This is an optimization exercise on Yosys and OpenROAD, whose aim is small area, a short achievable clock period and few clock cycles per item, not a production implementation. Where RTL was checked, it was by simulation tests only, not by an equivalence proof against the original.

==> inputs of build 17 <==
## tap_tempo_averager_core
module tap_tempo_averager_core #(
    parameter int COUNT_WIDTH = 16,
    parameter int TIME_WIDTH  = 32,
    parameter int FRAC_BITS   = 8
) (
    input  logic                               aclk,
    input  logic                               aresetn,
    input  logic                               s_tvalid,
    output logic                               s_tready,
    input  logic [((TIME_WIDTH+7)/8)*8-1:0]    s_tdata,
    input  logic                               s_tuser,
    output logic                               m_tvalid,
    input  logic                               m_tready,
    output logic [47:0]                        m_tdata,
    output logic [2:0]                         m_tuser,
    input  logic                               cfg_we,
    input  logic [7:0]                         cfg_wdata
);
    localparam int K      = 1;                        
  ...
Settings: LEC_CHECK=0, ABC_CLOCK_PERIOD_IN_PS=3000, CAP_MARGIN=20, CORE_MARGIN=2, CORE_UTILIZATION=40, SETUP_SLACK_MARGIN=5, SLEW_MARGIN=20; clock period 10.0 ns.
run.sh (not shown) runs the stock make flow with config.mk's settings and CLKGATE_MAP_FILE= SYNTH_SCRIPT=/design/flow/synth_recipe.tcl, a recipe that flattens the netlist after the stock synthesis.
==> build 5: changes against build 17 <==
--- a/flow/design.v
+++ b/flow/design.v
@@ -17,11 +17,11 @@
     output logic [47:0]                        m_tdata,
     output logic [2:0]                         m_tuser,
     input  logic                               cfg_we,
     input  logic [7:0]                         cfg_wdata
 );
-    localparam int K      = 1;                        
+    localparam int K      = 2;                        
     localparam int TSTEPS = ((16 + K - 1) / K) * K;   
     localparam int ASTEPS = ((22 + K - 1) / K) * K;   
     localparam int TCYC   = TSTEPS / K;
     localparam int ACYC   = ASTEPS / K;
     localparam logic [31:0] TNUM = 32'd15360000;      
@@ -32,11 +32,11 @@
     localparam logic [2:0] S_CLAMP = 3'd4;
     localparam logic [2:0] S_ACC   = 3'd5;
     localparam logic [2:0] S_ADIV  = 3'd6;
     localparam logic [2:0] S_FIN   = 3'd7;
     logic [2:0]  st;
-    logic [4:0]  cyc;
+    logic [3:0]  cyc;
     logic [7:0]  ceil_r;
     logic [31:0] prev;
     logic [15:0] count;
     logic [35:0] s15;
     logic [23:0] rem;
@@ -58,13 +58,13 @@
     assign anum_bits = {s15[ASTEPS-3:0], 2'b00};
     always_comb begin
         tsel = '0;
         asel = '0;
         for (int k = 0; k < TCYC; k++)
-            if (cyc == 5'(k)) tsel = tnum_bits[TSTEPS-1-k*K -: K];
+            if (cyc == 4'(k)) tsel = tnum_bits[TSTEPS-1-k*K -: K];
         for (int k = 0; k < ACYC; k++)
-            if (cyc == 5'(k)) asel = anum_bits[ASTEPS-1-k*K -: K];
+            if (cyc == 4'(k)) asel = anum_bits[ASTEPS-1-k*K -: K];
         dbits = (st == S_TDIV) ? tsel : asel;
     end
     always_comb begin
         logic [24:0] tr;
         logic [25:0] df;
@@ -91,12 +91,13 @@
     logic        rlo, rhi, wlo, whi, restart;
     logic [2:0]  st_res;
     logic [18:0] t5;
     logic [11:0] lt_res, at_res;
     logic [7:0]  aw_res;
-    logic [1:0]  r3;
-    logic [3:0]  r15;
+    logic [12:0] y3, y30;
+    logic [25:0] m3;
+    logic [26:0] m30;
     assign u    = dreg[21:0];
     assign c    = (rem != 24'd0);
     logic [21:0] t45;
     logic [20:0] u2;
     logic [18:0] u8;
@@ -109,40 +110,18 @@
     assign whi = ({1'b0, u2} > t45) || (({1'b0, u2} == t45) && (u[0] || c));
     assign restart = rlo | rhi;
     assign st_res  = restart ? 3'd3 : ((wlo | whi) ? 3'd2 : 3'd1);
     assign t5     = {1'b0, tq, 2'b0} + {3'b0, tq};
     assign lt_res = 12'((t5 + 19'd64) >> 7);
-    assign at_res = at + 12'(({1'b0, r3} + 3'd1 + {2'b0, u[8]}) >= 3'd3);
-    assign aw_res = aw + 8'(({1'b0, r15} + 5'd7 + {4'b0, u[9]}) >= 5'd15);
-    logic [1:0]  r3_nx;
-    logic [3:0]  r15_nx;
-    logic [11:0] at_nx;
-    logic [7:0]  aw_nx;
-    always_comb begin
-        logic [2:0] t3;
-        logic [4:0] t15s;
-        int p;
-        t3   = 3'd0;
-        t15s = 5'd0;
-        r3_nx  = r3;
-        r15_nx = r15;
-        at_nx  = at;
-        aw_nx  = aw;
-        for (int j = 0; j < K; j++) begin
-            p = ASTEPS - 1 - (int'(cyc) - 1) * K - j;
-            if (p >= 9) begin
-                t3    = {r3_nx, dreg[K-1-j]};
-                at_nx = {at_nx[10:0], (t3 >= 3'd3)};
-                r3_nx = (t3 >= 3'd3) ? 2'(t3 - 3'd3) : t3[1:0];
-            end
-            if (p >= 10) begin
-                t15s   = {r15_nx, dreg[K-1-j]};
-                aw_nx  = {aw_nx[6:0], (t15s >= 5'd15)};
-                r15_nx = (t15s >= 5'd15) ? 4'(t15s - 5'd15) : t15s[3:0];
-            end
-        end
-    end
+    assign y3     = 13'(({1'b0, u} + 23'd768) >> 9);
+    assign y30    = 13'(({1'b0, u} + 23'd7680) >> 9);
+    assign m3     = (26'(y3) << 11) + (26'(y3) << 9) + (26'(y3) << 7) + (26'(y3) << 5)
+                  + (26'(y3) << 3) + (26'(y3) << 1) + 26'(y3);
+    assign m30    = (27'(y30) << 13) + (27'(y30) << 9) + (27'(y30) << 5)
+                  + (27'(y30) << 1) + 27'(y30);
+    assign at_res = 12'(m3 >> 13);
+    assign aw_res = 8'(m30 >> 18);
     logic acc_now, short_now;
     assign short_now = s_tvalid && s_tready && (st != S_FIN);
     assign acc_now   = s_tvalid && s_tready && (st == S_FIN);
     assign s_tready = !mv && ((st == S_FIN) || (st == S_SHORT)
                               || ((st == S_IDLE) && (count == 16'd0)));
@@ -158,21 +137,21 @@
                         st <= (s_tuser || count == 16'd0) ? S_SHORT : S_GAP;
                 end
                 S_SHORT: if (short_now) st <= S_IDLE;
                 S_GAP:   st <= S_TDIV;
                 S_TDIV: begin
-                    cyc <= cyc + 5'd1;
-                    if (cyc == 5'(TCYC - 1)) begin
+                    cyc <= cyc + 4'd1;
+                    if (cyc == 4'(TCYC - 1)) begin
                         st  <= S_CLAMP;
                         cyc <= '0;
                     end
                 end
                 S_CLAMP: st <= S_ACC;
-                S_ACC:   if (!mv) st <= S_ADIV;
+                S_ACC:   st <= S_ADIV;
                 S_ADIV: begin
-                    cyc <= cyc + 5'd1;
-                    if (cyc == 5'(ACYC - 1)) begin
+                    cyc <= cyc + 4'd1;
+                    if (cyc == 4'(ACYC - 1)) begin
                         st  <= S_FIN;
                         cyc <= '0;
                     end
                 end
                 S_FIN:   if (acc_now) st <= S_IDLE;
@@ -215,11 +194,11 @@
             end else begin
                 case (st)
                     S_TDIV:  prev <= {prev[31-K:0], qbits};
                     S_CLAMP: prev[15:0] <= big ? 16'd0
                                          : ((ovf || tq > ceilq) ? ceilq : tq);
-                    S_ACC:   if (!mv) s15 <= s15_acc;
+                    S_ACC:   s15 <= s15_acc;
                     S_FIN: if (acc_now) begin
                         if (restart) begin
                             prev  <= '0;
                             count <= '0;
                             s15   <= '0;
@@ -241,36 +220,20 @@
         end else if (m_tready) begin
             mv <= 1'b0;
         end
     end
     always_ff @(posedge aclk) begin
-        if (st == S_ACC) begin
-            r3  <= '0;
-            r15 <= '0;
-        end else if (st == S_ADIV && cyc != 5'd0) begin
-            r3  <= r3_nx;
-            r15 <= r15_nx;
-        end
-        if (st == S_ACC && !mv) begin
-            at <= '0;
-            aw <= '0;
-        end else if (st == S_ADIV && cyc != 5'd0) begin
-            at <= at_nx;
-            aw <= aw_nx;
-        end else if (short_now) begin
+        if (short_now) begin
+            status <= s_tuser ? 3'd4 : 3'd0;
+            lt     <= '0;
             at     <= '0;
             aw     <= '0;
         end else if (acc_now) begin
+            status <= st_res;
+            lt     <= lt_res;
             at     <= at_res;
             aw     <= aw_res;
-        end
-        if (short_now) begin
-            status <= s_tuser ? 3'd4 : 3'd0;
-            lt     <= '0;
-        end else if (acc_now) begin
-            status <= st_res;
-            lt     <= lt_res;
         end
     end
     assign m_tvalid = mv;
     assign m_tdata  = {count, aw, at, lt};
     assign m_tuser  = status;
Settings changed: ABC_CLOCK_PERIOD_IN_PS 3000 to default, SETUP_SLACK_MARGIN 5 to default.
==> trial 32: changes against build 17 <==
--- a/flow/design.v
+++ b/flow/design.v
@@ -17,11 +17,11 @@
     output logic [47:0]                        m_tdata,
     output logic [2:0]                         m_tuser,
     input  logic                               cfg_we,
     input  logic [7:0]                         cfg_wdata
 );
-    localparam int K      = 1;                        
+    localparam int K      = 2;                        
     localparam int TSTEPS = ((16 + K - 1) / K) * K;   
     localparam int ASTEPS = ((22 + K - 1) / K) * K;   
     localparam int TCYC   = TSTEPS / K;
     localparam int ACYC   = ASTEPS / K;
     localparam logic [31:0] TNUM = 32'd15360000;      
@@ -32,11 +32,11 @@
     localparam logic [2:0] S_CLAMP = 3'd4;
     localparam logic [2:0] S_ACC   = 3'd5;
     localparam logic [2:0] S_ADIV  = 3'd6;
     localparam logic [2:0] S_FIN   = 3'd7;
     logic [2:0]  st;
-    logic [4:0]  cyc;
+    logic [3:0]  cyc;
     logic [7:0]  ceil_r;
     logic [31:0] prev;
     logic [15:0] count;
     logic [35:0] s15;
     logic [23:0] rem;
@@ -58,13 +58,13 @@
     assign anum_bits = {s15[ASTEPS-3:0], 2'b00};
     always_comb begin
         tsel = '0;
         asel = '0;
         for (int k = 0; k < TCYC; k++)
-            if (cyc == 5'(k)) tsel = tnum_bits[TSTEPS-1-k*K -: K];
+            if (cyc == 4'(k)) tsel = tnum_bits[TSTEPS-1-k*K -: K];
         for (int k = 0; k < ACYC; k++)
-            if (cyc == 5'(k)) asel = anum_bits[ASTEPS-1-k*K -: K];
+            if (cyc == 4'(k)) asel = anum_bits[ASTEPS-1-k*K -: K];
         dbits = (st == S_TDIV) ? tsel : asel;
     end
     always_comb begin
         logic [24:0] tr;
         logic [25:0] df;
@@ -158,21 +158,21 @@
                         st <= (s_tuser || count == 16'd0) ? S_SHORT : S_GAP;
                 end
                 S_SHORT: if (short_now) st <= S_IDLE;
                 S_GAP:   st <= S_TDIV;
                 S_TDIV: begin
-                    cyc <= cyc + 5'd1;
-                    if (cyc == 5'(TCYC - 1)) begin
+                    cyc <= cyc + 4'd1;
+                    if (cyc == 4'(TCYC - 1)) begin
                         st  <= S_CLAMP;
                         cyc <= '0;
                     end
                 end
                 S_CLAMP: st <= S_ACC;
                 S_ACC:   if (!mv) st <= S_ADIV;
                 S_ADIV: begin
-                    cyc <= cyc + 5'd1;
-                    if (cyc == 5'(ACYC - 1)) begin
+                    cyc <= cyc + 4'd1;
+                    if (cyc == 4'(ACYC - 1)) begin
                         st  <= S_FIN;
                         cyc <= '0;
                     end
                 end
                 S_FIN:   if (acc_now) st <= S_IDLE;
@@ -244,18 +244,18 @@
     end
     always_ff @(posedge aclk) begin
         if (st == S_ACC) begin
             r3  <= '0;
             r15 <= '0;
-        end else if (st == S_ADIV && cyc != 5'd0) begin
+        end else if (st == S_ADIV && cyc != 4'd0) begin
             r3  <= r3_nx;
             r15 <= r15_nx;
         end
         if (st == S_ACC && !mv) begin
             at <= '0;
             aw <= '0;
-        end else if (st == S_ADIV && cyc != 5'd0) begin
+        end else if (st == S_ADIV && cyc != 4'd0) begin
             at <= at_nx;
             aw <= aw_nx;
         end else if (short_now) begin
             at     <= '0;
             aw     <= '0;
Settings changed: ABC_CLOCK_PERIOD_IN_PS 3000 to 5000.
==> results.txt <==
The lowest global-route usage belongs to build 5, the highest to trial 32.
Clock-buffer cell count, highest first: trial 32, build 5, build 17.
Critical path depth: trial 32 > build 5 > build 17.
In build 5 the maximum frequency is smaller than in trial 32, by 25%.
Against trial 32, the clock skew of build 17 is lower by 0.0028 ns.
Sequential share of layout area: build 17 > trial 32 > build 5.
The lowest first-iteration DRC count belongs to build 5, the highest to trial 32.
Flip-flop and latch count: build 17 > trial 32 > build 5.
==> figures <==
item                                                                 trial 32                  build 5                 build 17
Unrepaired setup endpoints after global routing                           yes                       no                      yes
Multi-input logic area                                            0.0163 mm^2              0.0168 mm^2              0.0144 mm^2
Cell area after placement                                         0.0219 mm^2              0.0243 mm^2              0.0203 mm^2
Post-synthesis compound-gate area fraction                              0.257                    0.236                    0.269
Met1 track utilization from global routing                              0.366                    0.352                    0.351
Maximum clock skew at final layout                                  0.0184 ns                0.0131 ns                0.0156 ns
Detailed Route WL                                                   74,700 um                75,100 um                65,700 um
Pin count of the biggest net entering global routing                       68                       75                       73
Initial antenna violation count                                             3                        2                        2
Topmost layer with routed signal wires                                   met4                     met5                     met5
Routed length on met3                                                 4790 um                  4540 um                  3800 um
Result of the run                                     complete, no violations  complete, no violations  complete, no violations
Placed cells                                                            3,255                    3,529                    2,964
Worst setup slack after layout                                        3.52 ns                  1.34 ns                  4.39 ns
WHS Endpoint                                                            lt[0]                    aw[7]                    lt[0]
Seq cells post-synth                                                      197                      191                      198
Testbench counts of build 5, summed over its fixed seeds: cycles 71,762, items 3,200.
For build 17 and trial 32, only the layout was checked, not whether the RTL still works.

## re-timing with driven ports
How much do the figures lean on ideal ports? The routed layouts below were timed once more, with nothing changed but the port constraints.
Step 1: set_driving_cell puts a clkbuf_16 on aclk and a buf_2 on each other input, an assumption about the parent block.
Step 2 adds t to the input delays and takes it off the output delays; t is the mean of the earliest and latest rising clock arrival at the registers after step 1. Input paths then give back, and output paths get back, about the clock's delay inside the block.
Slacks: ideal ports / drivers / drivers and shift; pairs: ideal ports / drivers.
| run | t, ns | slack for setup (ns) | hold WS [ns] |
|---|---|---|---|
| build 17 | 0.567 | 4.393 / 4.393 / 4.345 | 0.469 / 0.469 / 0.469 |
| build 5 | 0.568 | 1.336 / 1.336 / 1.336 | 0.461 / 0.461 / 0.461 |
| trial 32 | 0.570 | 3.522 / 3.522 / 3.522 | 0.443 / 0.443 / 0.443 |
After both steps every run listed still meets setup and hold. For build 17, which loses most, drivers alone change the setup slack by 0.000 ns; drivers and shift together by -0.048 ns.
